This design comes from an exercise in tuning for small area, a short achievable clock period and few clock cycles on the open sky130 flow, not from production work. At most, simulation tests tie the RTL to the original design; equivalence was not proved. The RTL of runs 6 and 7 was laid out without a check of its function. Power figures rest on the tool's default switching activity, not on a simulated workload.

[design/flow/design.v]
package cic_decim_pkg;
  typedef enum logic [0:0] {
    ErrUpstream = 1'b0,
    ErrSequence = 1'b1
  } cic_err_bit_e;
  function automatic integer cic_growth(input integer rate, input integer m, input integer n);
    reg [127:0] prod;
    integer     i, b;
    begin
      prod = 128'd1;
      for (i = 0; i < n; i = i + 1) prod = prod * rate * m;
      cic_growth = 0;
      for (b = 0; b < 128; b = b + 1) if ((128'd1 << b) < prod) cic_growth = b + 1;
    end
  endfunction
  function automatic integer cic_ch_w(input integer channels);
    cic_ch_w = (channels > 1) ? $clog2(channels) : 1;
  endfunction
  localparam int unsigned DefW    = 16 + cic_growth(125, 1, 4);
  localparam int unsigned DefChW  = cic_ch_w(2);
endpackage
module cic_comb_chain #(
  parameter int unsigned W          = 44,
  parameter int unsigned STAGES     = 4,
  parameter int unsigned DIFF_DELAY = 1
) (
  input  logic [W-1:0]                           x,
  input  logic [STAGES*DIFF_DELAY-1:0][W-1:0]    dly,
  output logic [W-1:0]                           y,
  output logic [STAGES*DIFF_DELAY-1:0][W-1:0]    dly_next
);
  always_comb begin
    logic [W-1:0] stage_in;
    stage_in = x;
    for (int s = 0; s < STAGES; s++) begin
      dly_next[s*DIFF_DELAY] = stage_in;
      for (int j = 1; j < DIFF_DELAY; j++) dly_next[s*DIFF_DELAY+j] = dly[s*DIFF_DELAY+j-1];
      stage_in = stage_in - dly[s*DIFF_DELAY+DIFF_DELAY-1];
    end
    y = stage_in;
  end
endmodule
module cic_decim #(
  parameter int unsigned IN_W       = 16,
  parameter int unsigned OUT_W      = 16,
  parameter int unsigned STAGES     = 4,
  parameter int unsigned RATE       = 125,
  parameter int unsigned DIFF_DELAY = 1,
  parameter int unsigned CHANNELS   = 2,
  parameter int unsigned CH_W       = cic_decim_pkg::cic_ch_w(CHANNELS)
) (
  input  logic             clk,
  input  logic             reset_n,
  input  logic [IN_W-1:0]  in_data,
  input  logic [CH_W-1:0]  in_channel,
  input  logic             in_valid,
  output logic             in_ready,
  input  logic [1:0]       in_error,
  input  logic             in_startofpacket,
  input  logic             in_endofpacket,
  output logic [OUT_W-1:0] out_data,
  output logic [CH_W-1:0]  out_channel,
  output logic             out_valid,
  input  logic             out_ready,
  output logic [1:0]       out_error,
  output logic             out_startofpacket,
  output logic             out_endofpacket
);
  localparam int unsigned W    = IN_W + cic_decim_pkg::cic_growth(RATE, DIFF_DELAY, STAGES);
  localparam int unsigned PH_W = $clog2(RATE);
  logic unused_eop;
  assign unused_eop = in_endofpacket;
  logic [1:0]      rst_sh;       
  logic [2:0]      clr_cnt;      
  logic [2:0]      rpos;         
  logic            in_ready_q;
  logic            iv;           
  logic            go_q;         
  logic            cons_q;       
  logic            isd_q;        
  logic            exp_ch;
  logic [1:0][PH_W-1:0] ph;
  logic [1:0][1:0] err;
  logic [1:0]      pend;         
  logic            older;        
  logic            st1, st2;     
  logic            msel;         
  logic            p2, dmp;      
  logic            out_valid_q;
  logic [IN_W-1:0] id;
  logic            che, sok, algn;
  logic [1:0]      ierr;
  logic [W-1:0]    s0_a, s0_b, s0_c, s0_d, s0_w;
  logic [W-1:0]    s1_a, s1_b, s1_c, s1_d, s1_w;
  logic [5:0][W-1:0] dr;         
  logic [W-1:0]    acc;
  logic [1:0][1:0] res_err;
  logic [OUT_W-1:0] out_data_q;
  logic            out_ch_q, out_sop_q;
  logic [1:0]      out_err_q;
  logic clr_int, clr_dly, hd;
  assign clr_int = rst_sh[1];
  assign clr_dly = (clr_cnt != 3'd6);
  assign hd      = rpos[0];
  logic start, proc_c, order_ok;
  assign proc_c   = (rpos >= 3'd3);
  assign order_ok = !pend[~proc_c] || (older == proc_c);
  assign start    = (rpos == 3'd0 || rpos == 3'd3) && pend[proc_c] && order_ok && !out_valid_q;
  logic exp_ch_n, ld, iv_n, che_in, che_n, sok_n, algn_n, blkc_n, go_n, cons_n;
  logic [1:0] pend_n, ph124_n, blk_n;
  logic [1:0][PH_W-1:0] ph_n;
  always_comb begin
    exp_ch_n = go_q ? ~che : exp_ch;
    ph_n = ph;
    if (go_q) ph_n[che] = isd_q ? '0 : ph[che] + PH_W'(1);
    pend_n = pend;
    if (start) pend_n[proc_c] = 1'b0;
    if (dmp) pend_n[~hd] = 1'b1;
    for (int c = 0; c < 2; c++) begin
      ph124_n[c] = (ph_n[c] == PH_W'(RATE - 1));
      blk_n[c]   = pend_n[c] && ph124_n[c];
    end
  end
  assign ld     = !iv || cons_q;           
  assign iv_n   = ld ? in_valid : iv;
  assign che_in = in_startofpacket ? 1'b0 : in_channel;
  assign che_n  = ld ? che_in : che;
  assign sok_n  = ld ? (in_startofpacket || (in_channel == exp_ch_n)) : sok;
  assign algn_n = ld ? (che_in != hd) : !algn;
  assign blkc_n = blk_n[che_n];
  assign go_n   = iv_n && sok_n && algn_n && !blkc_n;
  assign cons_n = iv_n && (!sok_n || (algn_n && !blkc_n));
  logic [W-1:0] xg, ag, bg, cg, a_new, b_new, c_new, d_new;
  assign xg = go_q ? {{(W-IN_W){id[IN_W-1]}}, id} : '0;
  assign ag = go_q ? s0_a : '0;
  assign bg = p2 ? s1_b : '0;
  assign cg = p2 ? s1_c : '0;
  assign a_new = s0_a + xg;
  assign b_new = s0_b + ag + xg;
  assign c_new = s1_c + bg;
  assign d_new = s1_d + cg + bg;
  logic [W-1:0] m, diff;
  assign m    = msel ? acc : s0_w;
  assign diff = m - dr[0];
  always_ff @(posedge clk or negedge reset_n) begin
    if (!reset_n) begin
      rst_sh      <= 2'b11;
      clr_cnt     <= '0;
      rpos        <= '0;
      in_ready_q  <= 1'b1;
      iv          <= 1'b0;
      go_q        <= 1'b0;
      cons_q      <= 1'b0;
      isd_q       <= 1'b0;
      exp_ch      <= 1'b0;
      ph          <= '0;
      err         <= '0;
      pend        <= '0;
      older       <= 1'b0;
      st1         <= 1'b0;
      st2         <= 1'b0;
      msel        <= 1'b0;
      p2          <= 1'b0;
      dmp         <= 1'b0;
      out_valid_q <= 1'b0;
    end else begin
      rst_sh     <= {rst_sh[0], 1'b0};
      if (clr_cnt != 3'd6) clr_cnt <= clr_cnt + 3'd1;
      rpos       <= (rpos == 3'd5) ? 3'd0 : rpos + 3'd1;
      iv         <= iv_n;
      in_ready_q <= !iv_n || cons_n;
      go_q       <= go_n;
      cons_q     <= cons_n;
      isd_q      <= go_n && ph124_n[che_n];
      exp_ch     <= exp_ch_n;
      ph         <= ph_n;
      pend       <= pend_n;
      if (dmp) older <= (pend[hd] && !(start && proc_c == hd)) ? hd : ~hd;
      if (go_q) begin
        err[che] <= isd_q ? 2'b00 : (err[che] | ierr);
      end else if (cons_q) begin
        err[exp_ch][1] <= 1'b1;
      end
      p2   <= go_q;
      dmp  <= isd_q;
      st1  <= start;
      st2  <= st1;
      msel <= start || st1;
      if (st2) out_valid_q <= 1'b1;
      else if (out_ready) out_valid_q <= 1'b0;
    end
  end
  always_ff @(posedge clk) begin
    if (ld) begin
      id   <= in_data;
      ierr <= in_error;
    end
    che  <= che_n;
    sok  <= sok_n;
    algn <= algn_n;
    if (isd_q) res_err[che] <= err[che] | ierr;
    s1_a <= a_new;
    s1_b <= b_new;
    s1_c <= clr_int ? '0 : s0_c;
    s1_d <= s0_d;
    s1_w <= s0_w;
    s0_a <= clr_int ? '0 : s1_a;
    s0_b <= clr_int ? '0 : s1_b;
    s0_c <= c_new;
    s0_d <= (dmp || clr_int) ? '0 : d_new;
    s0_w <= dmp ? d_new : s1_w;
    for (int i = 0; i < 5; i++) dr[i] <= dr[i+1];
    dr[5] <= (start || msel) ? m : (clr_dly ? '0 : dr[0]);
    acc   <= diff;
    if (st2) begin
      out_data_q <= diff[W-1 -: OUT_W];
      out_ch_q   <= proc_c;
      out_sop_q  <= !proc_c;
      out_err_q  <= res_err[proc_c];
    end
  end
  assign in_ready          = in_ready_q;
  assign out_valid         = out_valid_q;
  assign out_data          = out_data_q;
  assign out_channel       = out_ch_q;
  assign out_error         = out_err_q;
  assign out_startofpacket = out_sop_q;
  assign out_endofpacket   = out_ch_q;
endmodule
[design/flow/flow/run.sh]
#!/bin/bash
# Layout flow: the standard layout (standard.sh, ORFS from synthesis to the final layout)
# with one change: the buffers that ORFS puts on every input and output port are buf_2 cells
# (ORFS otherwise picks its own, slow buffer cell for them).
# make's full output (every tool it runs) goes to flow.log in the work folder; ORFS keeps each
# step's own log under orfs/logs/.
set -euo pipefail
export BUFFER_PORTS_ARGS="-buffer_cell sky130_fd_sc_hd__buf_2"
export SETUP_SLACK_MARGIN=13.4
bash standard.sh > flow.log 2>&1
[design/flow/standard.sh]
#!/bin/bash
# synth_recipe.tcl (not shown) runs the flow's synth.tcl, then flattens the netlist and writes it again
# the make line also repeats each setting of config.mk as NAME=value (left out here)
make -C /OpenROAD-flow-scripts/flow DESIGN_CONFIG=/design/flow/config.mk WORK_HOME=/design/flow/orfs CLKGATE_MAP_FILE= SYNTH_SCRIPT=/design/flow/synth_recipe.tcl "${@:-finish}"
[design/flow/config.mk]
export PLATFORM = sky130hd
export DESIGN_NAME = cic_decim
export DESIGN_NICKNAME = cic_decim
export VERILOG_FILES = /design/flow/design.v
export SDC_FILE = /design/flow/constraint.sdc
export NUM_CORES = 4
export LEC_CHECK = 0
export CAP_MARGIN = 20
export CORE_MARGIN = 2
export CORE_UTILIZATION = 60
export CTS_BUF_LIST = sky130_fd_sc_hd__clkbuf_16
export CTS_CLUSTER_DIAMETER = 60
export CTS_CLUSTER_SIZE = 22
export SLEW_MARGIN = 20
[design/flow/constraint.sdc]
create_clock -name core_clock -period 18.0 [get_ports {clk}]
set_input_delay 3.6000 -clock core_clock [delete_from_list [all_inputs] [get_ports {clk}]]
set_output_delay 3.6000 -clock core_clock [all_outputs]
set_load 0.01 [all_outputs]
==> results of run 1 <==
## metrics by stage
step	hold slack [ps]	setup WS (ps)
2_1_floorplan	310	13210
3_3_place_gp	310	12670
3_5_place_dp	312	12570
4_1_cts	325	13110
5_1_grt	329	13100
6_report	320	13150
## registers in the layout (all words and copies together) (netlist names), 3 cells and up, named ones only
name and cells:
acc 44, clr_cnt 3, dr 264, id 16
out_data_q 16, ph 14, rpos 3, s0_a 44
s0_b 44, s0_c 44, s0_d 44, s0_w 44
s1_a 44, s1_b 44, s1_c 44, s1_d 44
s1_w 44
## worst register-to-register path: stages (launching register included)
cell,delay (ps)
dfrtp_2,550
buf_12,240
and2_1,320
fa_1,460
ha_1,300
a21o_1,120
a21oi_1,110
o211a_1,260
or4_1,550
a31oi_1,340
nor3_2,140
o31ai_4,390
a2111oi_0,170
a311oi_1,260
## power breakdown
group	switching (mW)	internal, mW	total, mW
logic	0.839	0.579	1.42
clock network	0.677	0.655	1.33
registers	0.139	2.13	2.27
total	1.65	3.37	5.02
## final cells by class
type / instances / area share (%)
clock inverter: 40 / 1.16
sequential: 834 / 44.2
inverter: 119 / 1.14
timing repair buffer: 65 / 1.11
clock buffer: 58 / 3.70
multi-input combinational: 2440 / 46.2
tap: 782 / 2.50
## final timing paths
path | start | end | slack (ps)
worst min-delay path | dr[244] | dr[200] | 320
worst max register to register | go_q | s1_b[42] | 13680
worst max-delay path | in_ready_q | in_ready | 13150
max in group asynchronous | reset_n | dmp | 14210
worst min register to register | dr[244] | dr[200] | 320
min in group asynchronous | reset_n | cons_q | 3120
## what timing repair did
item | 4_1_cts | 5_1_grt
gates cloned | 1 | 0
gates resized for setup | 10 | 11
setup buffers | 1 | 4
hold endpoints to repair | 0 | 0
setup endpoints to repair | 52 | 47
pin swaps | 1 | 3
## logic make-up (layout without fill, tap and decap cells)
group	after synthesis	in the layout	synth area share (%)
AND/OR/NAND/NOR	1016	1017	14.8
other	1	1	0.0103
AO/OA/AOI/OAI	810	810	14.6
flip-flops	834	834	47.8
XOR/XNOR	209	209	5.05
multiplexers	96	96	2.93
buffers and inverters	247	282	2.60
adder cells (fa/ha/maj)	307	307	12.2
## layer usage
layer | GRT usage [%] | up-vias
met3 | 2.53 | 149
met4 | 7.85 | 0
met5 | 0 | -
met2 | 36.9 | 510
met1 | 33.9 | 11300
li1 | - | 12300
## synth_stat cells (24+ instances only)
| library cell | instances | area (sq um) |
|---|---|---|
| a211oi_1 | 24 | 180 |
| a21o_1 | 158 | 1190 |
| a21oi_1 | 233 | 1170 |
| a31oi_1 | 32 | 200 |
| and2_1 | 194 | 1210 |
| and3_1 | 37 | 231 |
| clkbuf_1 | 114 | 428 |
| dfrtp_1 | 38 | 951 |
| dfxtp_1 | 751 | 15000 |
| edfxtp_1 | 42 | 1260 |
| fa_1 | 79 | 1580 |
| ha_1 | 228 | 2850 |
| inv_1 | 119 | 447 |
| mux2_2 | 82 | 923 |
| nand2_1 | 210 | 788 |
| nand2b_1 | 28 | 175 |
| nand3_1 | 110 | 551 |
| nand4_1 | 33 | 206 |
| nor2_1 | 138 | 518 |
| nor2b_1 | 162 | 1010 |
| nor3_1 | 40 | 200 |
| o21a_1 | 24 | 180 |
| o21ai_0 | 143 | 716 |
| o21bai_1 | 38 | 285 |
| xnor2_1 | 139 | 1220 |
| xor2_1 | 70 | 613 |
==> metrics.md, run 1 <==
| Metric | Value |
|---|---|
| Post-synthesis sequential area ratio | 47.8% |
| Avg Cell Area, Syn | 10.3 sq um |
| Residual DRC | 0 |
| Area of the multi-input gates | 18100 sq um |
| Slew Viols, Final | 0 |
| Yosys cell types | 88 |
| # diodes | 0 |
| FMAX | 206 MHz |
| Fill count | 4766 |
| Minimum clock period | 4850 ps |
| Setup TNS | 0 ps |
| Starting Density | 60.4% |
| Placed Cells | 4234 |
| Startpoint Class | flop |
| Syn Nets | 3852 |
| Final Hold Fails | 0 |
| Port bufs | 46 |
| Share of cells above drive strength 1 | 8.04% |
| Max rail drop VDD | 0.000124 V |
| Initial antenna violation count | 0 |
| Post-synth EDFFs | 42 |
| Metal1 wirelength | 36400 microns |
| Clock skew | 31.3 ps |
| Most common cell after layout, fill and taps aside | dfxtp_1 |
| Yosys warns | 1 |
| Drt wl/cell | 16.9 microns |
| Placer Congestion | 0.928 |
| R2R depth | 13 |
| Die Span Y | 250 microns |
| Hold_buf cts | 0 |
| Crit. End Element | primary output |
| Core Area | 60000 sq um |
| CP arrival | 1250 ps |
| Worst-margin pin slew | 998 ps |
| Synth-to-Final Area Change | 8.03% |
| Levels on crit path | 1 |
| Hpwl dp | 52600 microns |
| Final Non-Filler Cells | 4338 |
| CTS Sinks | 834 |
| Iter 0 DRT Violations | 1672 |
| Cells after Synth | 3520 |
| Max Buffers Root-to-Sink | 3 |
| First-pass GRT wire length | 122000 microns |
| Nets@finish | 3847 |
| Root Buffer Master | clkbuf_16 |
| Top sig layer | met4 |
| Max Cap Viol | 0 |
| Number of global-route vias before repair | 24100 |
| Crit-path cells | buf_6 |
| Power Total | 5.02 mW |
| H-tree levels | 2 |
| Gr usage total | 23.5% |
| Period Utilization, post-route | 27.0% |
| CP max FO | 1 |
| Num rows | 90 |
| Worst skew pair latency | 650 ps |
| Total die area | 62400 sq um |
| Flops & latches, synth | 834 |
| Num CTS Buffers | 55 |
| Post-route ant nets | 0 |
| Cell family with most CP delay | flip-flops |
| Buffers and inverters on the worst path | 1 |
| P_leak | 18.2 nW |
| WS Path Type | reg -> out |
| Post-layout util | 65.3% |
| Unrepaired setup endpoints after global routing | yes |
| Most frequent cells in the layout | dfxtp_1, a21oi_1, ha_1 |
| Min-Delay Path Depth | 0 |
| FF+latch area | 17300 sq um |
| Cell Area, Placed | 37200 sq um |
| Pre-antenna DRT Iters | 8 |
| Final WL | 73100 microns |
| Hold Path Class | reg -> reg |
| CP required | 14400 ps |
| Outcome | no timing/DRC/antenna violations |
| Die width | 250 microns |
| CP max stage cell | dfstp_2 |
| Crit-path max cell delay | 530 ps |
| Met2 wire len | 31800 microns |
| DR vias | 24200 |
| Met3 wire length | 2620 microns |
| Mapped cell area | 36300 sq um |
| Post-synth ARST share | 4.92% |
| Final instance area | 39200 sq um |
| CTS tree | yes |
| Clock Pin Slew Worst Setup and Hold Paths | 80 ps |
| PD cells | 128 nW/um^2 |
| Pin count of the biggest net entering global routing | 92 |
| Drt via density | 5.58 |
| Total congestion overflow | 0 |
| Main synth FF type | dfxtp_1 |
| Slew headroom | 33.5% |
| Setup violations, final | 0 |
| I/O pins | 48 |
Testbench counts, summed over its fixed seeds: cycles 80,112.
==> inputs of run 2 (changes only) <==
--- a/design/flow/config.mk
+++ b/design/flow/config.mk
@@ -7,7 +7,7 @@
 export LEC_CHECK = 0
 export CAP_MARGIN = 20
 export CORE_MARGIN = 2
-export CORE_UTILIZATION = 60
+export CORE_UTILIZATION = 40
 export CTS_BUF_LIST = sky130_fd_sc_hd__clkbuf_16
 export CTS_CLUSTER_DIAMETER = 60
 export CTS_CLUSTER_SIZE = 22
==> metrics.md, run 2 <==
| Metric | Value |
|---|---|
| WS Path Type | reg -> out |
| Max Buffers Root-to-Sink | 3 (unchanged) |
| Final Hold Fails | 0 (unchanged) |
| Drt wl/cell | 15.0 microns (-11%) |
| CP max FO | 1 (unchanged) |
| Power Total | 5.13 mW (+2.2%) |
| Post-synth EDFFs | 42 (unchanged) |
| Pre-antenna DRT Iters | 7 (-1) |
| Num rows | 110 (+22%) |
| Cells after Synth | 3520 (unchanged) |
| Die Span Y | 305 microns (+22%) |
| Max Cap Viol | 0 (unchanged) |
| Pin count of the biggest net entering global routing | 92 (unchanged) |
| Drt via density | 4.93 (-12%) |
| Sw frac | 32.8% (-0.11 points) |
| Most numerous cell in the Yosys netlist | dfxtp_1 |
| P_leak | 18.3 nW (+0.70%) |
| Post-route ant nets | 0 (unchanged) |
| Final WL | 71400 microns (-2.3%) |
| Post-synthesis sequential area ratio | 47.8% (unchanged) |
| P_sw | 1.69 mW (+1.9%) |
| Nets@finish | 3855 (+0.21%) |
| Worst flop-to-flop path endpoint | s1_b[41] |
| Largest Register | dr |
| Largest cells by area after synthesis | dfxtp_1, ha_1, fa_1 |
| Num CTS Buffers | 61 (+11%) |
| FF+latch area | 17300 sq um (about the same) |
| Iter 0 DRT Violations | 1167 (-30%) |
| Most common cell after layout, fill and taps aside | dfxtp_1 |
| Minimum clock period | 4900 ps (+47.7 ps) |
| CP max stage cell | edfxtp_1 |
| I/O pins | 48 (unchanged) |
| Crit-path max cell delay | 470 ps (-60 ps) |
| Synth-to-Final Area Change | 10.1% |
| Clock skew | 22.8 ps (-8.55 ps) |
| Post-layout util | 44.4% (-21 points) |
| Period Utilization, post-route | 27.2% (+0.27 points) |
| # diodes | 0 (unchanged) |
| Die width | 305 microns (+22%) |
| Comb power frac | 27.4% (-0.8 points) |
| Start point of the critical path | out_data_q[3] |
| Critical path capture point | out_data[3] |
| Flop pwr share | 44.1% (-1.2 points) |
| Worst slack, placed | 12700 ps (+130 ps) |
| Port bufs | 46 (unchanged) |
| Cell taking the most area after synthesis | dfxtp_1 |
| Slew headroom | 33.6% (+0.14 points) |
| Yosys warns | 1 (unchanged) |
| CTS tree | yes |
| Initial antenna violation count | 0 (unchanged) |
| Syn Nets | 3852 (unchanged) |
| Most frequent cells in the layout | dfxtp_1, a21oi_1, ha_1 |
| Yosys cell types | 88 (unchanged) |
| Flops & latches, synth | 834 (unchanged) |
| Worst-margin pin slew | 983 ps (-14.9 ps) |
| Startpoint Class | flop |
| Crit. End Element | primary output |
| Worst skew pair latency | 650 ps (about the same) |
| First-pass GRT wire length | 119000 microns (-2.1%) |
| DR vias | 23400 (-3.5%) |
| Slew Viols, Final | 0 (unchanged) |
| Starting Density | 40.4% (-20 points) |
| Setup TNS | 0 ps (unchanged) |
| Residual DRC | 0 (unchanged) |
| Clk pwr share | 28.5% (+2.0 points) |
| Hold_buf cts | 0 (unchanged) |
| CP required | 14400 ps (about the same) |
| Share of cells above drive strength 1 | 8.54% (+0.50 points) |
| Buffers and inverters on the worst path | 1 (unchanged) |
| Area of the multi-input gates | 18100 sq um (about the same) |
| Outcome | no timing/DRC/antenna violations |
| Main synth FF type | dfxtp_1 |
| Reg-to-reg slack, setup | 13690 ps (about the same) |
| Clock Pin Slew Worst Setup and Hold Paths | 90 ps (about the same) |
| Unrepaired setup endpoints after global routing | yes |
| Final instance area | 39900 sq um (+1.9%) |
| Max rail drop VDD | 0.0000753 V (-39%) |
| CTS Sinks | 834 (unchanged) |
| Internal power | 3.45 mW (+2.4%) |
| Total congestion overflow | 0 (unchanged) |
| Crit-path cells | buf_2 |
| Hpwl dp | 52000 microns (-1.2%) |
| Number of global-route vias before repair | 23300 (-3.2%) |
| FMAX | 204 MHz (-0.97%) |
| Fill count | 8436 (+77%) |
| R2R depth | 14 (+1) |
| Cell family with most CP delay | flip-flops |
| Post-synth ARST share | 4.92% (unchanged) |
| PD cells | 129 nW/um^2 (+0.29%) |
| CP arrival | 1300 ps (+50 ps) |
| Setup violations, final | 0 (unchanged) |
| H-tree levels | 2 (unchanged) |
| Total die area | 93100 sq um (+49%) |
| Cell Area, Placed | 37600 sq um (+1.2%) |
| Avg Cell Area, Syn | 10.3 sq um (unchanged) |
| Placer Congestion | 0.854 (-8.0%) |
| Mapped cell area | 36300 sq um (unchanged) |
| Setup slack after layout | 13100 ps (-47.7 ps) |
| Gr usage total | 15.3% (-8.2 points) |
| Root Buffer Master | clkbuf_16 |
| Max reg flops | 264 (unchanged) |
| Levels on crit path | 1 (unchanged) |
| Worst R2R Start | go_q |
| Core Area | 89900 sq um (+50%) |
| Hold Path Class | reg -> reg |
| Top cell type's share of synthesized area | 41.4% (unchanged) |
| Post-synth top cells | dfxtp_1, a21oi_1, ha_1 |
==> run 2: cell counts after synthesis <==
No cell type changed its count.
==> run 2: layer usage <==
metal / GRT usage, % / routed length, microns / vias to the layer above
met5: 0 / 0 / -
met4: 4.75 / 1980 / 0
met2: 24.6 / 31200 / 300
li1: - / - / 12300
met1: 21.5 / 36000 / 10700
met3: 1.86 / 2240 / 117
==> run 2: metrics by stage <==
| stage | hold slack, ps | std cells |
|---|---|---|
| after floorplan | 310 | 3520 |
| after detailed placement | 312 | 4625 |
| final | 319 | 4746 |
| after global routing | 325 | 4746 |
| after CTS | 315 | 4736 |
| after global placement | 310 | 4625 |
==> run 2: power groups by stage <==
| stage | Clock [mW] | Sequential, mW | Combinational (mW) |
|---|---|---|---|
| floorplan | 0 | 2.25 | 1.09 |
| finish | 1.46 | 2.27 | 1.41 |
| global placement | 0 | 2.30 | 1.37 |
| detailed placement | 0 | 2.31 | 1.37 |
| CTS | 1.51 | 2.27 | 1.40 |
| global route | 1.58 | 2.30 | 1.59 |
==> run 2: worst min-delay path by stage <==
stage                     startpoint       end  slack (ps)  cells past startpoint
after floorplan               dr[44]     dr[0]         310                      0
after global placement        dr[53]     dr[9]         310                      0
after CTS                   s0_d[26]  s1_d[26]         320                      0
final                         dr[85]    dr[41]         320                      0
after global routing          dr[58]    dr[14]         320                      0
after detailed placement     dr[153]   dr[109]         310                      0
==> run 2: timing repair <==
item | 4_1_cts | 5_1_grt
gates resized for setup | 9 | 15
setup buffers | 1 | 9
pin swaps | 1 | 2
setup endpoints to repair | 62 | 57
==> run 2: kinds of logic after synthesis <==
family          after synthesis  synth area share (%)
simple gates               1016                  14.8
compound gates              810                  14.6
xor+xnor                    209                  5.05
buf+inv                     247                  2.60
flops                       834                  47.8
other cells                   1                0.0103
fa+ha+maj                   307                  12.2
mux                          96                  2.93
==> run 2: final cells by class <==
type | instances | share of cell area, %
multi-input cells | 2439 | 45.3
well taps | 1176 | 3.68
repair buffers | 68 | 1.13
inverters | 119 | 1.12
flip-flops and latches | 834 | 43.4
clock inverters | 47 | 1.42
clock buffers | 63 | 3.95
==> inputs of run 3 (changes only) <==
--- a/design/flow/config.mk
+++ b/design/flow/config.mk
@@ -7,7 +7,7 @@
 export LEC_CHECK = 0
 export CAP_MARGIN = 20
 export CORE_MARGIN = 2
-export CORE_UTILIZATION = 40
+export CORE_UTILIZATION = 75
 export CTS_BUF_LIST = sky130_fd_sc_hd__clkbuf_16
 export CTS_CLUSTER_DIAMETER = 60
 export CTS_CLUSTER_SIZE = 22
==> metrics.md, run 3 <==
| Metric | Value |
|---|---|
| Crit. End Element | primary output |
| # diodes | 0 (unchanged) |
| Outcome | no timing/DRC/antenna violations |
| Avg Cell Area, Syn | 10.3 sq um (unchanged) |
| Post-route ant nets | 0 (unchanged) |
| I/O pins | 48 (unchanged) |
| Synth-to-Final Area Change | 6.86% |
| CTS tree | yes |
| Share of the synthesized area in compound gates (AO/OA/AOI/OAI) | 14.6% (unchanged) |
| Period Utilization, post-route | 26.9% (-0.32 points) |
| Post-synthesis mux area share | 2.93% (unchanged) |
| P_leak | 18.1 nW (-1.2%) |
| Largest family of logic cells by synthesized area | simple AND/OR/NAND/NOR gates |
| P_sw | 1.69 mW (about the same) |
| Worst-margin pin slew | 1030 ps (+47.4 ps) |
| Post-synthesis sequential area ratio | 47.8% (unchanged) |
| Most frequent cells in the layout | dfxtp_1, a21oi_1, ha_1 |
| CP required | 14400 ps (about the same) |
| Root Buffer Master | clkbuf_16 |
| Simple-gate share of the synthesized area | 14.8% (unchanged) |
| Cell family with most CP delay | flip-flops |
| Die Span Y | 224 microns (-27%) |
| Syn Nets | 3852 (unchanged) |
| Startpoint Class | flop |
| Cells after Synth | 3520 (unchanged) |
| Min-delay src | dr[45] |
| Max Cap Viol | 0 (unchanged) |
| Yosys cell types | 88 (unchanged) |
| Setup TNS | 0 ps (unchanged) |
| Max reg flops | 264 (unchanged) |
| Iter 0 DRT Violations | 2494 (+110%) |
| Crit-path max cell delay | 530 ps (+60 ps) |
| Yosys warns | 1 (unchanged) |
| PD cells | 129 nW/um^2 (+0.31%) |
| Largest Register | dr |
| Pin count of the biggest net entering global routing | 103 (+12%) |
| Hold Path Class | reg -> reg |
| Gr usage total | 33.3% (+18 points) |
| Post-synthesis adder-cell area fraction | 12.2% (unchanged) |
| CP arrival | 1240 ps (-60 ps) |
| Port bufs | 46 (unchanged) |
| WS Path Type | reg -> out |
| First-pass GRT wire length | 136000 microns (+14%) |
| Cell taking the most area after synthesis | dfxtp_1 |
| Number of global-route vias before repair | 26400 (+13%) |
| Drt wl/cell | 20.0 microns (+33%) |
| Most common cell after layout, fill and taps aside | dfxtp_1 |
| Worst flop-to-flop path endpoint | s1_b[29] |
| Clock skew | 25.9 ps (+3.13 ps) |
| Reg-to-reg slack, setup | 13540 ps (-150 ps) |
| Total congestion overflow | 0 (unchanged) |
| Slew Viols, Final | 0 (unchanged) |
| Min-Delay Path Depth | 0 (unchanged) |
| Setup violations, final | 0 (unchanged) |
| Max Buffers Root-to-Sink | 3 (unchanged) |
| Slew headroom | 31.3% (-2.3 points) |
| Num CTS Buffers | 54 (-11%) |
| Most numerous cell in the Yosys netlist | dfxtp_1 |
| Pre-antenna DRT Iters | 10 (+3) |
| Initial antenna violation count | 0 (unchanged) |
| Worst R2R Start | go_q |
| Final WL | 83300 microns (+17%) |
| Flop pwr share | 45.3% (+1.2 points) |
| CTS Sinks | 834 (unchanged) |
| Mapped cell area | 36300 sq um (unchanged) |
| Drt via density | 6.30 (+28%) |
| Max rail drop VDD | 0.000124 V (+65%) |
| Crit-path cells | buf_6 |
| Starting Density | 76.0% (+36 points) |
| Worst skew pair latency | 630 ps (-20 ps) |
| Buffers and inverters on the worst path | 1 (unchanged) |
| CP max stage cell | dfstp_2 |
| Final Hold Fails | 0 (unchanged) |
| Top cell type's share of synthesized area | 41.4% (unchanged) |
| Post-synth ARST share | 4.92% (unchanged) |
| Post-synth EDFFs | 42 (unchanged) |
| Num rows | 80 (-27%) |
| Synth Area in XOR/XNOR | 5.05% (unchanged) |
| Residual DRC | 0 (unchanged) |
| Nets@finish | 3841 (-0.36%) |
| Hold endpoint | dr[1] |
| FMAX | 206 MHz (+1.2%) |
| Post-synth top cells | dfxtp_1, a21oi_1, ha_1 |
| Hold_buf cts | 0 (unchanged) |
| Clk pwr share | 25.5% (-3.0 points) |
| Largest cells by area after synthesis | dfxtp_1, ha_1, fa_1 |
| Placer Congestion | 0.965 (+13%) |
| Comb power frac | 29.2% (+1.8 points) |
| Core Area | 47700 sq um (-47%) |
| Die width | 224 microns (-27%) |
| Total die area | 50100 sq um (-46%) |
| H-tree levels | 2 (unchanged) |
| R2R depth | 16 (+2) |
| CP max FO | 1 (unchanged) |
| DR vias | 26200 (+12%) |
| Sw frac | 33.7% (+0.90 points) |
| Hpwl dp | 56600 microns (+8.7%) |
| Minimum clock period | 4840 ps (-57.4 ps) |
| Internal power | 3.31 mW (-3.9%) |
| Power Total | 5.00 mW (-2.6%) |
| Clock Pin Slew Worst Setup and Hold Paths | 90 ps (about the same) |
| Flops & latches, synth | 834 (unchanged) |
| Unrepaired setup endpoints after global routing | yes |
| Main synth FF type | dfxtp_1 |
| Share of cells above drive strength 1 | 7.62% (-0.93 points) |
## run 3: worst max-delay path by stage
stage,start,endpoint,slack (ps),depth (start not counted)
after floorplan,in_channel[0],cons_q,13210,8
after global placement,in_channel[0],cons_q,12950,9
after detailed placement,in_channel[0],cons_q,12920,9
after CTS,in_ready_q,in_ready,13130,1
after global routing,in_ready_q,in_ready,13130,1
final,in_ready_q,in_ready,13160,1
## run 3: cell type report
type / instances / area, sq um
clock inverter: 37 / 374
timing repair buffer: 61 / 394
inverter: 119 / 447
tap: 615 / 769
fill: 2733 / 8980
clock buffer: 55 / 1380
multi-input combinational: 2439 / 18100
sequential: 834 / 17300
## run 3: cells by family after synthesis
kind of cell / count (synthesis)
AOI/OAI and AO/OA: 810
muxes: 96
other: 1
adders and majority gates: 307
DFF: 834
buffers and inverters: 247
xor gates and xnor gates: 209
and+or+nand+nor: 1016
## run 3: timing repair
item,in CTS,in global routing
hold endpoints to repair,0,0
buffers inserted,1,2
endpoints found under the setup margin,43,63
pin swaps,0,1
gates resized for setup,8,12
## run 3: power by group through the flow
stage	clock [mW]	sequential (mW)	combinational, mW
3_3_place_gp	0	2.29	1.34
5_1_grt	1.35	2.29	1.61
4_1_cts	1.28	2.26	1.43
2_1_floorplan	0	2.25	1.09
3_5_place_dp	0	2.30	1.40
6_report	1.28	2.26	1.46
## run 3: routing by layer
| metal | track usage, % | vias to the layer above | wire [microns] | part of all wire [%] |
|---|---|---|---|---|
| met5 | 0 | - | 0 | 0 |
| met4 | 12.6 | 0 | 3130 | 3.8 |
| met3 | 4.22 | 316 | 5470 | 6.6 |
| met2 | 55.6 | 1273 | 39400 | 47 |
| met1 | 44.6 | 12400 | 35300 | 42 |
| li1 | - | 12200 | - | - |
## run 3: per-stage QoR
stage,hold slack [ps],util [%],instances,area [sq um],worst slack (ps)
final,312,81.2,4160,38800,13160
after global routing,318,81.2,4160,38800,13130
after CTS,316,81.1,4158,38700,13130
after detailed placement,312,77.3,4065,36900,12920
after global placement,309,77.3,4065,36900,12950
after floorplan,310,-,3520,36300,13210
==> inputs of run 4 (changes only) <==
--- a/design/flow/config.mk
+++ b/design/flow/config.mk
@@ -7,8 +7,8 @@
 export LEC_CHECK = 0
 export CAP_MARGIN = 20
 export CORE_MARGIN = 2
-export CORE_UTILIZATION = 75
+export CORE_UTILIZATION = 60
 export CTS_BUF_LIST = sky130_fd_sc_hd__clkbuf_16
-export CTS_CLUSTER_DIAMETER = 60
-export CTS_CLUSTER_SIZE = 22
+export CTS_CLUSTER_DIAMETER = 50
+export CTS_CLUSTER_SIZE = 30
 export SLEW_MARGIN = 20
==> metrics.md, run 4 <==
| Metric | Value |
|---|---|
| Start point of the critical path | in_ready_q |
| Crit-path cells | buf_6 |
| Levels on crit path | 1 (unchanged) |
| Number of global-route vias before repair | 24200 (-8.1%) |
| I/O pins | 48 (unchanged) |
| Min-delay src | dr[113] |
| Crit. End Element | primary output |
| WS Path Type | reg -> out |
| Flop pwr share | 41.8% (-3.5 points) |
| Post-synth EDFFs | 42 (unchanged) |
| Cell family with most CP delay | flip-flops |
| Drt via density | 5.55 (-12%) |
| Sw frac | 33.2% (-0.51 points) |
| Placed Cells | 4234 (+4.2%) |
| Die width | 250 microns (+12%) |
| Drt wl/cell | 16.7 microns (-16%) |
| Max rail drop VDD | 0.000120 V (-3.6%) |
| CTS Sinks | 834 (unchanged) |
| # diodes | 0 (unchanged) |
| Starting Density | 60.4% (-16 points) |
| Total die area | 62400 sq um (+25%) |
| Max Cap Viol | 0 (unchanged) |
| Cell Area, Placed | 37200 sq um (+0.67%) |
| Iter 0 DRT Violations | 1625 (-35%) |
| Total congestion overflow | 0 (unchanged) |
| Worst R2R Start | go_q |
| Hold WS | 322 ps (+10.1 ps) |
| Synth-to-Final Area Change | 10.6% |
| Mapped cell area | 36300 sq um (unchanged) |
| Minimum clock period | 4820 ps (-27.5 ps) |
| Cells after Synth | 3520 (unchanged) |
| Yosys cell types | 88 (unchanged) |
| Root Buffer Master | clkbuf_16 |
| Die Span Y | 250 microns (+12%) |
| Most numerous cell in the Yosys netlist | dfxtp_1 |
| Top cell type's share of synthesized area | 41.4% (unchanged) |
| P_sw | 1.81 mW (+7.2%) |
| Avg Cell Area, Syn | 10.3 sq um (unchanged) |
| Num CTS Buffers | 77 (+43%) |
| PD cells | 136 nW/um^2 (+5.2%) |
| Hold Path Class | reg -> reg |
| Outcome | no timing/DRC/antenna violations |
| Reg-to-reg slack, setup | 13590 ps (+50 ps) |
| Setup violations, final | 0 (unchanged) |
| Final Non-Filler Cells | 4381 (+5.3%) |
| Startpoint Class | flop |
| Slew Viols, Final | 0 (unchanged) |
| CP arrival | 1220 ps (-20 ps) |
| Comb power frac | 26.1% (-3.1 points) |
| Initial antenna violation count | 0 (unchanged) |
| Final Hold Fails | 0 (unchanged) |
| Cell taking the most area after synthesis | dfxtp_1 |
| Most frequent cells in the layout | dfxtp_1, a21oi_1, ha_1 |
| Largest cells by area after synthesis | dfxtp_1, ha_1, fa_1 |
| Critical path capture point | in_ready |
| CP required | 14400 ps (about the same) |
| Share of cells above drive strength 1 | 9.31% (+1.7 points) |
| Pin count of the biggest net entering global routing | 92 (-11%) |
| Period Utilization, post-route | 26.8% (-0.15 points) |
| Num rows | 90 (+13%) |
| CTS tree | yes |
| Unrepaired setup endpoints after global routing | yes |
| Residual DRC | 0 (unchanged) |
| Final WL | 73300 microns (-12%) |
| Flops & latches, synth | 834 (unchanged) |
| Post-synth top cells | dfxtp_1, a21oi_1, ha_1 |
| Final instance area | 40100 sq um (+3.5%) |
| Crit-path max cell delay | 520 ps (about the same) |
| Max Buffers Root-to-Sink | 3 (unchanged) |
| Worst flop-to-flop path endpoint | s1_b[29] |
| Pre-antenna DRT Iters | 5 (-5) |
| Placer Congestion | 0.928 (-3.8%) |
| Post-synthesis sequential area ratio | 47.8% (unchanged) |
| Internal power | 3.63 mW (+9.7%) |
| Worst skew pair latency | 630 ps (about the same) |
| Clk pwr share | 32.1% (+6.6 points) |
| Nets@finish | 3871 (+0.78%) |
| Slew headroom | 30.4% (-0.88 points) |
| Setup TNS | 0 ps (unchanged) |
| Port bufs | 46 (unchanged) |
| Largest Register | dr |
| H-tree levels | 3 (+1) |
| DR vias | 24300 (-7.2%) |
| Main synth FF type | dfxtp_1 |
| FMAX | 208 MHz (+0.57%) |
| Post-route ant nets | 0 (unchanged) |
| Clock Pin Slew Worst Setup and Hold Paths | 90 ps (about the same) |
| Yosys warns | 1 (unchanged) |
| CP max FO | 1 (unchanged) |
| Worst-margin pin slew | 1030 ps (+0.125 ps) |
| Most common cell after layout, fill and taps aside | dfxtp_1 |
| R2R depth | 16 (unchanged) |
| Gr usage total | 23.7% (-9.6 points) |
| Buffers and inverters on the worst path | 1 (unchanged) |
| Syn Nets | 3852 (unchanged) |
| Clock skew | 31.3 ps (+5.38 ps) |
| CP max stage cell | dfstp_2 |
| Hpwl dp | 52600 microns (-7.0%) |
| Core Area | 60000 sq um (+26%) |
| P_leak | 18.6 nW (+2.9%) |
| Post-synth ARST share | 4.92% (unchanged) |
| First-pass GRT wire length | 123000 microns (-9.9%) |
| Max reg flops | 264 (unchanged) |
| Power Total | 5.44 mW (+8.8%) |
[run 4: worst min-delay path by stage]
stage | end | slack, ps | depth (start not counted)
floorplan | dr[0] | 310 | 0
global placement | dr[48] | 310 | 0
finish | dr[69] | 320 | 0
global route | dr[148] | 330 | 0
CTS | dr[69] | 330 | 0
detailed placement | dr[100] | 310 | 0
[run 4: cell type report]
| type | count | area (sq um) |
|---|---|---|
| multi-input combinational | 2440 | 18100 |
| inverter | 119 | 447 |
| tap | 782 | 978 |
| sequential | 834 | 17300 |
| timing repair buffer | 67 | 449 |
| fill | 4693 | 19900 |
| clock buffer | 80 | 2000 |
| clock inverter | 59 | 816 |
[run 4: layer usage]
layer / GRT usage [%] / up-vias / part of all wire, %
li1: - / 12300 / -
met1: 34.2 / 11300 / 50
met2: 37.0 / 513 / 44
met3: 3.05 / 153 / 3.4
met4: 7.99 / 0 / 3.0
met5: 0 / - / 0
[run 4: kinds of logic after synthesis]
logic type / Yosys count / synth area share, %
AOI/OAI and AO/OA: 810 / 14.6
other: 1 / 0.0103
DFF: 834 / 47.8
muxes: 96 / 2.93
xor gates and xnor gates: 209 / 5.05
and+or+nand+nor: 1016 / 14.8
buffers and inverters: 247 / 2.60
adders and majority gates: 307 / 12.2
[run 4: timing repair]
action	4_1_cts	5_1_grt
buffers inserted	1	6
hold buffers	0	0
pin swaps	1	3
resized for setup	9	11
setup endpoints to repair	51	52
gates cloned	1	0
[run 4: power groups by stage]
stage | sequential, mW | combinational, mW | clock (mW)
2_1_floorplan | 2.25 | 1.09 | 0
3_3_place_gp | 2.30 | 1.35 | 0
3_5_place_dp | 2.31 | 1.37 | 0
4_1_cts | 2.27 | 1.40 | 1.79
5_1_grt | 2.30 | 1.59 | 1.86
6_report | 2.27 | 1.42 | 1.75
[run 4: per-stage QoR]
stage               setup WS (ps)  util, %
floorplan                   13210        -
global placement            12670     61.9
detailed placement          12570     61.9
CTS                         13150     66.7
global route                13140     66.8
finish                      13180     66.8
==> inputs of run 5 (changes only) <==
--- a/design/flow/flow/run.sh
+++ b/design/flow/flow/run.sh
@@ -6,5 +6,4 @@
 # step's own log under orfs/logs/.
 set -euo pipefail
 export BUFFER_PORTS_ARGS="-buffer_cell sky130_fd_sc_hd__buf_2"
-export SETUP_SLACK_MARGIN=13.4
 bash standard.sh > flow.log 2>&1
==> design/flow/config.mk (replaced) <==
export PLATFORM = sky130hd
export DESIGN_NAME = cic_decim
export DESIGN_NICKNAME = cic_decim
export VERILOG_FILES = /design/flow/design.v
export SDC_FILE = /design/flow/constraint.sdc
export NUM_CORES = 4
export LEC_CHECK = 0
export CAP_MARGIN = 20
export CORE_MARGIN = 2
export CORE_UTILIZATION = 40
export SLEW_MARGIN = 20
==> metrics.md, run 5 <==
| Metric | Value |
|---|---|
| Syn Nets | 3852 (unchanged) |
| CTS Sinks | 834 (unchanged) |
| Avg Cell Area, Syn | 10.3 sq um (unchanged) |
| # diodes | 0 (unchanged) |
| Cell family with most CP delay | compound AO/OA/AOI/OAI gates |
| Cell Area, Placed | 37600 sq um (+1.2%) |
| First-pass GRT wire length | 120000 microns (-1.9%) |
| Startpoint Class | flop |
| Setup bufs post-CTS | 0 (-1) |
| FF+latch area | 17300 sq um (unchanged) |
| Number of global-route vias before repair | 23500 (-3.2%) |
| Max Cap Viol | 0 (unchanged) |
| Core Area | 89900 sq um (+50%) |
| Placed Cells | 4627 (+9.3%) |
| Max Buffers Root-to-Sink | 3 (unchanged) |
| Mapped cell area | 36300 sq um (unchanged) |
| CTS tree | yes |
| Final instance area | 40600 sq um (+1.2%) |
| Max rail drop VDD | 0.0000643 V (-46%) |
| Minimum clock period | 4870 ps (+57.1 ps) |
| Worst-margin pin slew | 1170 ps (+136 ps) |
| Root Buffer Master | clkbuf_16 |
| Num CTS Buffers | 86 (+12%) |
| Placer Congestion | 0.851 (-8.3%) |
| Crit. End Element | flop |
| Pin count of the biggest net entering global routing | 92 (unchanged) |
| Synth-to-Final Area Change | 11.9% |
| Post-synthesis sequential area ratio | 47.8% (unchanged) |
| Num rows | 110 (+22%) |
| Share of cells above drive strength 1 | 9.09% (-0.22 points) |
| Most frequent cells in the layout | dfxtp_1, a21oi_1, ha_1 |
| Post-synth EDFFs | 42 (unchanged) |
| CP required | 18550 ps (+4150 ps) |
| PD cells | 135 nW/um^2 (-0.49%) |
| Most numerous cell in the Yosys netlist | dfxtp_1 |
| Power Total | 5.48 mW (+0.68%) |
| Hold_buf cts | 0 (unchanged) |
| Slew headroom | 21.2% (-9.2 points) |
| Crit-path max cell delay | 780 ps (+260 ps) |
| Slew Viols, Final | 0 (unchanged) |
| Gr usage total | 15.5% (-8.2 points) |
| CP max stage cell | o311ai_0 |
| Port bufs | 46 (unchanged) |
| Clock skew | 34.5 ps (+3.21 ps) |
| Largest Register | dr |
| Worst skew pair latency | 640 ps (about the same) |
| Most common cell after layout, fill and taps aside | dfxtp_1 |
| Post-synth ARST share | 4.92% (unchanged) |
| Hold Path Class | reg -> reg |
| Crit-path cells | buf_4, and2_1, xor2_1, ha_1, ha_1, a21oi_1, nor2_1, a211oi_1, o31ai_1, o311ai_0, nand3_1, o211ai_1, a21boi_0, nor3b_1 |
| Nets@finish | 3871 (unchanged) |
| Drt wl/cell | 15.0 microns (-10%) |
| Final Non-Filler Cells | 4786 (+9.2%) |
| DR vias | 23700 (-2.8%) |
| CP arrival | 5430 ps (+4210 ps) |
| FMAX | 205 MHz (-1.2%) |
| Setup TNS | 0 ps (unchanged) |
| Largest cells by area after synthesis | dfxtp_1, ha_1, fa_1 |
| Die Span Y | 305 microns (+22%) |
| Post-CTS resize count | 0 (-9) |
| Crit-path most repeated cell | ha_1 |
| Starting Density | 40.4% (-20 points) |
| Top cell type's share of synthesized area | 41.4% (unchanged) |
| Post-route ant nets | 0 (unchanged) |
| CP max FO | 91 (+90) |
| Initial antenna violation count | 0 (unchanged) |
| Post-synth top cells | dfxtp_1, a21oi_1, ha_1 |
| I/O pins | 48 (unchanged) |
| Yosys warns | 1 (unchanged) |
| Pre-antenna DRT Iters | 7 (+2) |
| Outcome | no timing/DRC/antenna violations |
| Final WL | 72000 microns (-1.8%) |
| Unrepaired setup endpoints after global routing | no |
| Total die area | 93100 sq um (+49%) |
| Final Hold Fails | 0 (unchanged) |
| Buffers and inverters on the worst path | 1 (unchanged) |
| Fill count | 8439 (+80%) |
| Flops & latches, synth | 834 (unchanged) |
| Clock Pin Slew Worst Setup and Hold Paths | 60 ps (-30 ps) |
| H-tree levels | 3 (unchanged) |
| Period Utilization, post-route | 27.1% (+0.32 points) |
| Setup violations, final | 0 (unchanged) |
| Cell taking the most area after synthesis | dfxtp_1 |
| Yosys cell types | 88 (unchanged) |
| Iter 0 DRT Violations | 1029 (-37%) |
| Drt via density | 4.94 (-11%) |
| Main synth FF type | dfxtp_1 |
| Residual DRC | 0 (unchanged) |
| P_leak | 18.6 nW (about the same) |
| WS Path Type | reg -> reg |
| Area of the multi-input gates | 18000 sq um (-0.34%) |
| Die width | 305 microns (+22%) |
| Cells after Synth | 3520 (unchanged) |
| Hpwl dp | 52000 microns (-1.2%) |
| Total congestion overflow | 0 (unchanged) |
| Max reg flops | 264 (unchanged) |
run 5: final cells by class:
type	instances	share of cell area, %
clock buffers	107	5.90
flip-flops and latches	834	42.7
repair buffers	59	0.808
multi-input cells	2439	44.4
clock inverters	52	1.44
inverters	119	1.10
well taps	1176	3.63
run 5: through the flow:
stage          setup slack (ps)  utilization, %  hold WS (ps)
4_1_cts                   13090            45.1           317
5_1_grt                   12690            45.1           322
2_1_floorplan             12780               -           310
6_report                  13130            45.1           320
3_3_place_gp              12740            41.8           310
3_5_place_dp              12720            41.8           312
run 5: final timing paths:
| check | to | start | depth (start not counted) | slack [ps] |
|---|---|---|---|---|
| worst max-delay path | s0_d[40] | p2 | 14 | 13130 |
| worst min-delay path | dr[173] | dr[217] | 0 | 320 |
| worst max register to register | s0_d[40] | p2 | 14 | 13130 |
| worst min register to register | dr[173] | dr[217] | 0 | 320 |
| max in group asynchronous | msel | reset_n | 1 | 14270 |
| min in group asynchronous | asynchronous set/reset pin | reset_n | 1 | 3100 |
run 5: cell families after synthesis:
kind of cell	count (synthesis)	synth area share, %
compound gates	810	14.6
flops	834	47.8
fa+ha+maj	307	12.2
xor+xnor	209	5.05
other cells	1	0.0103
simple gates	1016	14.8
buf+inv	247	2.60
mux	96	2.93
run 5: layer usage:
| metal | wire [microns] | global-route usage [%] |
|---|---|---|
| met1 | 36600 | 21.8 |
| met2 | 31200 | 24.5 |
| met3 | 2100 | 1.95 |
| met4 | 2060 | 5.62 |
| met5 | 0 | 0 |
run 5: where the power goes:
part | switching, mW | internal, mW
clock | 0.760 | 1.06
sequential | 0.125 | 2.14
combinational | 0.826 | 0.568
==> inputs of run 6 (changes only) <==
--- a/design/flow/design.v
+++ b/design/flow/design.v
@@ -202,12 +202,12 @@
     s1_a <= a_new;
     s1_b <= b_new;
     s1_c <= clr_int ? '0 : s0_c;
-    s1_d <= s0_d;
+    s1_d <= clr_int ? '0 : s0_d;
     s1_w <= s0_w;
     s0_a <= clr_int ? '0 : s1_a;
     s0_b <= clr_int ? '0 : s1_b;
     s0_c <= c_new;
-    s0_d <= (dmp || clr_int) ? '0 : d_new;
+    s0_d <= dmp ? '0 : d_new;
     s0_w <= dmp ? d_new : s1_w;
     for (int i = 0; i < 5; i++) dr[i] <= dr[i+1];
     dr[5] <= (start || msel) ? m : (clr_dly ? '0 : dr[0]);
==> design/flow/run.sh (new file) <==
#!/bin/bash
# synth_recipe.tcl (not shown) runs the flow's synth.tcl, then flattens the netlist and writes it again
# the make line also repeats each setting of config.mk as NAME=value (left out here)
make -C /OpenROAD-flow-scripts/flow DESIGN_CONFIG=/design/flow/config.mk WORK_HOME=/design/flow/orfs CLKGATE_MAP_FILE= SYNTH_SCRIPT=/design/flow/synth_recipe.tcl finish
removed: design/flow/flow/run.sh
removed: design/flow/standard.sh
==> metrics.md, run 6 <==
| Metric | Value |
|---|---|
| CP max stage cell | clkdlybuf4s50_1 |
| Total congestion overflow | 0 (unchanged) |
| Placed Cells | 4559 (-1.5%) |
| Yosys warns | 1 (unchanged) |
| Post-synthesis sequential area ratio | 48.3% (+0.50 points) |
| CP max FO | 1 (-99%) |
| Max reg flops | 264 (unchanged) |
| Pre-antenna DRT Iters | 5 (-2) |
| Post-synth ARST share | 4.92% (unchanged) |
| FF+latch area | 17300 sq um (unchanged) |
| PD cells | 132 nW/um^2 (-2.3%) |
| Hold WS | 316 ps (-4.09 ps) |
| Post-synth EDFFs | 42 (unchanged) |
| Final WL | 67500 microns (-6.2%) |
| Slew headroom | 29.4% (+8.1 points) |
| Unrepaired setup endpoints after global routing | no |
| Final instance area | 40300 sq um (-0.71%) |
| Port bufs | 46 (unchanged) |
| Top cell type's share of synthesized area | 41.9% (+0.44 points) |
| Metal1 wirelength | 34700 microns (-5.2%) |
| Start point of the critical path | in_ready_q |
| Slew Viols, Final | 0 (unchanged) |
| CP arrival | 1660 ps (-3770 ps) |
| Drt via density | 4.84 (-2.1%) |
| Num rows | 109 (-0.91%) |
| Post-route ant nets | 0 (unchanged) |
| Flops & latches, synth | 834 (unchanged) |
| Minimum clock period | 5260 ps (+383 ps) |
| H-tree levels | 3 (unchanged) |
| Number of global-route vias before repair | 22400 (-4.5%) |
| Placer Congestion | 0.862 (+1.2%) |
| Area of the multi-input gates | 17600 sq um (-2.3%) |
| Cells after Synth | 3475 (-1.3%) |
| Startpoint Class | flop |
| Post-synth top cells | dfxtp_1, a21oi_1, ha_1 |
| First-pass GRT wire length | 113000 microns (-5.9%) |
| Residual DRC | 0 (unchanged) |
| Setup TNS | 0 ps (unchanged) |
| Most common cell after layout, fill and taps aside | dfxtp_1 |
| Setup violations, final | 0 (unchanged) |
| Crit-path max cell delay | 530 ps (-250 ps) |
| Num CTS Buffers | 86 (unchanged) |
| Final Non-Filler Cells | 4717 (-1.4%) |
| Min-delay src | dr[78] |
| Most numerous cell in the Yosys netlist | dfxtp_1 |
| Gr usage total | 14.9% (-0.60 points) |
| Worst slack, placed | 12480 ps (-238 ps) |
| Crit. End Element | primary output |
| Post-CTS resize count | 0 (unchanged) |
| Pin count of the biggest net entering global routing | 104 (+13%) |
| Setup bufs post-CTS | 0 (unchanged) |
| Die width | 304 microns (-0.51%) |
| Cell family with most CP delay | buffers and inverters |
| Worst skew pair latency | 630 ps (about the same) |
| Iter 0 DRT Violations | 1076 (+4.6%) |
| CTS Sinks | 834 (unchanged) |
| Most frequent cells in the layout | dfxtp_1, a21oi_1, ha_1 |
| Core Area | 88600 sq um (-1.4%) |
| Main synth FF type | dfxtp_1 |
| WS Path Type | reg -> out |
| Drt wl/cell | 14.3 microns (-4.8%) |
| Initial antenna violation count | 0 (unchanged) |
| FMAX | 190 MHz (-7.3%) |
| Met3 wire length | 2140 microns (+2.0%) |
| Hold Path Class | reg -> reg |
| Clock Pin Slew Worst Setup and Hold Paths | 60 ps (about the same) |
| Outcome | no timing/DRC/antenna violations |
| Final Hold Fails | 0 (unchanged) |
| Largest Register | dr |
| P_leak | 18.5 nW (-0.34%) |
| Largest cells by area after synthesis | dfxtp_1, ha_1, fa_1 |
| Clock skew | 24.4 ps (-10.0 ps) |
| Top sig layer | met4 |
| Max Cap Viol | 0 (unchanged) |
| Cell taking the most area after synthesis | dfxtp_1 |
| Nets@finish | 3815 (-1.4%) |
| Worst R2R Start | p2 |
| # diodes | 0 (unchanged) |
| I/O pins | 48 (unchanged) |
| Cell Area, Placed | 37400 sq um (-0.58%) |
| Avg Cell Area, Syn | 10.3 sq um (+0.24%) |
| Setup slack after layout | 12740 ps (-383 ps) |
| CTS tree | yes |
| Worst-margin pin slew | 1060 ps (-107 ps) |
| DR vias | 22800 (-3.5%) |
| Die Span Y | 304 microns (-0.51%) |
| Buffers and inverters on the worst path | 1 (unchanged) |
| Hpwl dp | 48100 microns (-7.4%) |
| Starting Density | 40.5% (+0.13 points) |
| Fill count | 8335 (-1.2%) |
| Post-layout util | 45.4% (+0.30 points) |
| Total die area | 92100 sq um (-1.0%) |
| Share of cells above drive strength 1 | 7.35% (-1.7 points) |
| Crit-path cells | clkdlybuf4s50_1 |
| Yosys cell types | 79 (-10%) |
| Period Utilization, post-route | 29.2% (+2.1 points) |
| Root Buffer Master | clkbuf_16 |
| Power Total | 5.31 mW (-3.0%) |
| Mapped cell area | 35900 sq um (-1.0%) |
| Syn Nets | 3807 (-1.2%) |
| Synth-to-Final Area Change | 12.2% |
| Met2 wire len | 28800 microns (-7.6%) |
| CP required | 14400 ps (-4150 ps) |
| Hold_buf cts | 0 (unchanged) |
| Max rail drop VDD | 0.0000692 V (+7.6%) |
| Max Buffers Root-to-Sink | 3 (unchanged) |
## run 6: changes by cell type after synthesis, moves of 9 or more
| cell | delta |
|---|---|
| clkbuf_1 | +13 |
| o21ai_0 | +25 |
| o21bai_1 | -11 |
| nand2b_1 | +11 |
| nor2b_1 | +46 |
| and3_1 | -9 |
| nor3_1 | -22 |
| xor2_1 | +13 |
| nor2_1 | -22 |
| nand3_1 | -21 |
| o211ai_1 | +10 |
## run 6: metal layers
layer / vias to the layer above / global-route usage (%)
li1: 12000 / -
met1: 10400 / 21.2
met2: 296 / 22.9
met3: 120 / 2.16
met4: 0 / 5.52
met5: - / 0
## run 6: cell families after synthesis
logic type               Yosys count  share of synthesized area (%)
adder cells (fa/ha/maj)          307                           12.4
flip-flops                       834                           48.3
buffers and inverters            257                           2.70
other                              1                         0.0104
XOR/XNOR                         221                           5.39
multiplexers                      90                           2.79
AND/OR/NAND/NOR                  976                           14.5
AO/OA/AOI/OAI                    789                           14.0
## run 6: power by group
group	total, mW	switching, mW	leakage (nW)	internal (mW)
Clock	1.78	0.724	1.42	1.06
Combinational	1.26	0.724	10.1	0.537
Sequential	2.26	0.122	7.05	2.14
## run 6: worst paths after layout
kind / endpoint / slack (ps) / cells past startpoint
worst max-delay path: in_ready / 12740 / 1
worst min-delay path: dr[34] / 320 / 0
worst max register to register: s0_w[40] / 12940 / 16
worst min register to register: dr[34] / 320 / 0
max in group asynchronous: msel / 14200 / 1
min in group asynchronous: err[2] / 3130 / 1
## run 6: area by class of cell
type	instances	area share, %
well taps	1165	3.62
clock inverters	34	0.848
flip-flops and latches	834	43.0
repair buffers	56	1.35
multi-input cells	2384	43.7
clock buffers	123	6.32
inverters	121	1.13
==> inputs of run 7 (changes only) <==
--- a/design/flow/config.mk
+++ b/design/flow/config.mk
@@ -8,4 +8,5 @@
 export CAP_MARGIN = 20
 export CORE_MARGIN = 2
 export CORE_UTILIZATION = 40
+export CTS_BUF_LIST = sky130_fd_sc_hd__clkbuf_4
 export SLEW_MARGIN = 20
==> metrics.md, run 7 <==
| Metric | Value |
|---|---|
| Outcome | no timing/DRC/antenna violations |
| Setup violations, final | 0 (unchanged) |
| Min-delay src | dr[54] |
| Main synth FF type | dfxtp_1 |
| Share of cells above drive strength 1 | 11.8% (+4.5 points) |
| FMAX | 176 MHz (-7.2%) |
| Clk pwr share | 31.2% (-2.4 points) |
| Post-layout util | 45.3% (-0.16 points) |
| CTS Sinks | 834 (unchanged) |
| Die width | 304 microns (unchanged) |
| Most numerous cell in the Yosys netlist | dfxtp_1 |
| Max reg flops | 264 (unchanged) |
| CTS tree | yes |
| Comb power frac | 24.6% (+0.8 points) |
| Num CTS Buffers | 207 (+140%) |
| Max Cap Viol | 0 (unchanged) |
| Initial antenna violation count | 1 (+1) |
| Max Buffers Root-to-Sink | 3 (unchanged) |
| Worst R2R Start | p2 |
| Min-Delay Path Depth | 0 (unchanged) |
| Reg-to-reg slack, setup | 12980 ps (+40 ps) |
| Sw frac | 30.8% (+1.3 points) |
| CP max FO | 1 (unchanged) |
| Hold WS | 303 ps (-12.3 ps) |
| Yosys cell types | 79 (unchanged) |
| R2R depth | 16 (unchanged) |
| Avg Cell Area, Syn | 10.3 sq um (unchanged) |
| Crit-path max cell delay | 530 ps (about the same) |
| Post-route ant nets | 0 (unchanged) |
| Post-synthesis sequential area ratio | 48.3% (unchanged) |
| Minimum clock period | 5670 ps (+410 ps) |
| WS Path Type | reg -> out |
| Placed Cells | 4559 (unchanged) |
| Post-synth ARST share | 4.92% (unchanged) |
| Residual DRC | 0 (unchanged) |
| Synth-to-Final Area Change | 11.8% |
| Internal power | 3.55 mW (-5.2%) |
| H-tree levels | 4 (+1) |
| Worst flop-to-flop path endpoint | s0_w[40] |
| Pre-antenna DRT Iters | 5 (unchanged) |
| Hpwl dp | 48100 microns (unchanged) |
| Hold_buf cts | 0 (unchanged) |
| Core Area | 88600 sq um (unchanged) |
| Final Hold Fails | 0 (unchanged) |
| Setup bufs post-CTS | 0 (unchanged) |
| Most frequent cells in the layout | dfxtp_1, clkbuf_4, a21oi_1 |
| Slew Viols, Final | 0 (unchanged) |
| Flop pwr share | 44.2% (+1.6 points) |
| Largest Register | dr |
| Flops & latches, synth | 834 (unchanged) |
| Unrepaired setup endpoints after global routing | no |
| P_sw | 1.58 mW (+0.67%) |
| Cells after Synth | 3475 (unchanged) |
| Hold endpoint | dr[10] |
| Fill count | 8477 (+1.7%) |
| Slew headroom | 29.9% (+0.57 points) |
| Worst-margin pin slew | 1050 ps (-8.50 ps) |
| Post-synth top cells | dfxtp_1, a21oi_1, ha_1 |
| P_leak | 18.7 nW (+1.0%) |
| Mapped cell area | 35900 sq um (unchanged) |
| Worst skew pair latency | 1050 ps (+420 ps) |
| CP required | 14400 ps (about the same) |
| Yosys warns | 1 (unchanged) |
| Pin count of the biggest net entering global routing | 104 (unchanged) |
| Largest cells by area after synthesis | dfxtp_1, ha_1, fa_1 |
| Nets@finish | 3936 (+3.2%) |
| Gr usage total | 15.3% (+0.35 points) |
| Buffers and inverters on the worst path | 1 (unchanged) |
| CP arrival | 2070 ps (+410 ps) |
| Placer Congestion | 0.862 (unchanged) |
| Total die area | 92100 sq um (unchanged) |
| Iter 0 DRT Violations | 1071 (-0.46%) |
| Top cell type's share of synthesized area | 41.9% (unchanged) |
| Post-CTS resize count | 0 (unchanged) |
| Max rail drop VDD | 0.0000643 V (-7.0%) |
| Crit-path cells | clkdlybuf4s50_1 |
| Final instance area | 40100 sq um (-0.36%) |
| Port bufs | 46 (unchanged) |
| Most common cell after layout, fill and taps aside | dfxtp_1 |
| Cell family with most CP delay | buffers and inverters |
| Die Span Y | 304 microns (unchanged) |
| Crit. End Element | primary output |
| Final WL | 68600 microns (+1.6%) |
| Post-synth EDFFs | 42 (unchanged) |
| Startpoint Class | flop |
| Root Buffer Master | clkbuf_4 |
| Total congestion overflow | 0 (unchanged) |
| First-pass GRT wire length | 115000 microns (+1.7%) |
| Hold Path Class | reg -> reg |
| Drt via density | 4.76 (-1.5%) |
| Final Non-Filler Cells | 4933 (+4.6%) |
| Cell Area, Placed | 37400 sq um (unchanged) |
| PD cells | 128 nW/um^2 (-3.1%) |
| I/O pins | 48 (unchanged) |
| Period Utilization, post-route | 31.5% (+2.3 points) |
| Clock skew | 63.8 ps (+39.3 ps) |
| CP max stage cell | clkdlybuf4s50_1 |
| Number of global-route vias before repair | 23600 (+5.1%) |
| DR vias | 23500 (+3.0%) |
| Starting Density | 40.5% (unchanged) |
| Clock Pin Slew Worst Setup and Hold Paths | 70 ps (about the same) |
| Cell taking the most area after synthesis | dfxtp_1 |
| Setup TNS | 0 ps (unchanged) |
| Num rows | 109 (unchanged) |
| Syn Nets | 3807 (unchanged) |
| Drt wl/cell | 13.9 microns (-2.8%) |
## run 7: cell counts after synthesis
Identical to the previous run, type by type.
## run 7: metrics by stage
step / total power [mW] / setup WS [ps]
4_1_cts: 5.21 / 12160
2_1_floorplan: 3.26 / 12650
3_5_place_dp: 3.55 / 12480
6_report: 5.13 / 12330
3_3_place_gp: 3.54 / 12490
5_1_grt: 5.50 / 12200
## run 7: logic make-up after synthesis
| group | after synthesis | synth area share [%] |
|---|---|---|
| buf+inv | 257 | 2.70 |
| compound gates | 789 | 14.0 |
| simple gates | 976 | 14.5 |
| fa+ha+maj | 307 | 12.4 |
| mux | 90 | 2.79 |
| other cells | 1 | 0.0104 |
| flops | 834 | 48.3 |
| xor+xnor | 221 | 5.39 |
## run 7: worst max-delay path by stage
| stage | start | slack [ps] | end | cells after the start |
|---|---|---|---|---|
| 4_1_cts | in_ready_q | 12160 | in_ready | 1 |
| 5_1_grt | in_ready_q | 12200 | in_ready | 1 |
| 2_1_floorplan | go_q | 12650 | s1_a[41] | 14 |
| 3_3_place_gp | in_channel[0] | 12490 | cons_q | 9 |
| 3_5_place_dp | in_channel[0] | 12480 | isd_q | 9 |
| 6_report | in_ready_q | 12330 | in_ready | 1 |
## run 7: power groups by stage
stage	Clock [mW]	Sequential, mW	Combinational, mW
after global routing	1.77	2.30	1.43
after detailed placement	0	2.30	1.25
after global placement	0	2.30	1.25
after CTS	1.68	2.27	1.27
after floorplan	0	2.26	1.00
final	1.60	2.26	1.26
## run 7: cell type report
class	count	area [sq um]	area share [%]
timing repair buffer	56	543	1.35
inverter	121	454	1.13
multi-input combinational	2384	17600	43.9
tap	1165	1460	3.63
antenna	1	2.50	0.00623
clock buffer	300	2250	5.61
sequential	834	17300	43.2
clock inverter	72	490	1.22
## run 7: layer usage
metal	track usage, %	vias to the layer above	wire (microns)
li1	-	12400	-
met1	20.8	10700	35000
met2	23.2	306	29800
met3	3.19	114	2100
met4	6.90	0	1690
met5	0	-	0

==> static timing again, ports no longer ideal <==
No port has a modelled driver above. Below, the same layouts with a new extraction and two added sets of constraints.
Step 1: set_driving_cell puts a clkbuf_16 on clk and a buf_2 on each other input, an assumption about the parent block.
Step 2, shift: input delay + t, output delay - t, t = (earliest + latest rising clock arrival at the registers) / 2. This alone moves slack from input paths to output paths.
Three values: no drivers, after step 1, after step 2; two values: the first two.
run	shift t [ns]	setup slack, ns	clock arrival spread, ns
run 1	0.695	13.147 / 13.086 / 12.811	0.032 / 0.032
run 2	0.705	13.099 / 13.032 / 12.841	0.030 / 0.030
run 3	0.682	13.157 / 13.094 / 12.898	0.026 / 0.027
run 4	0.675	13.184 / 13.122 / 12.865	0.039 / 0.039
run 5	0.684	13.127 / 13.081 / 12.717	0.035 / 0.035
run 6	0.679	12.744 / 12.686 / 12.446	0.025 / 0.025
run 7	1.067	12.333 / 12.278 / 12.492	0.069 / 0.069
After both steps every run listed still meets setup and hold. The setup slack of run 5, which loses most, moves by -0.046 ns with the drivers and by -0.410 ns with both steps.
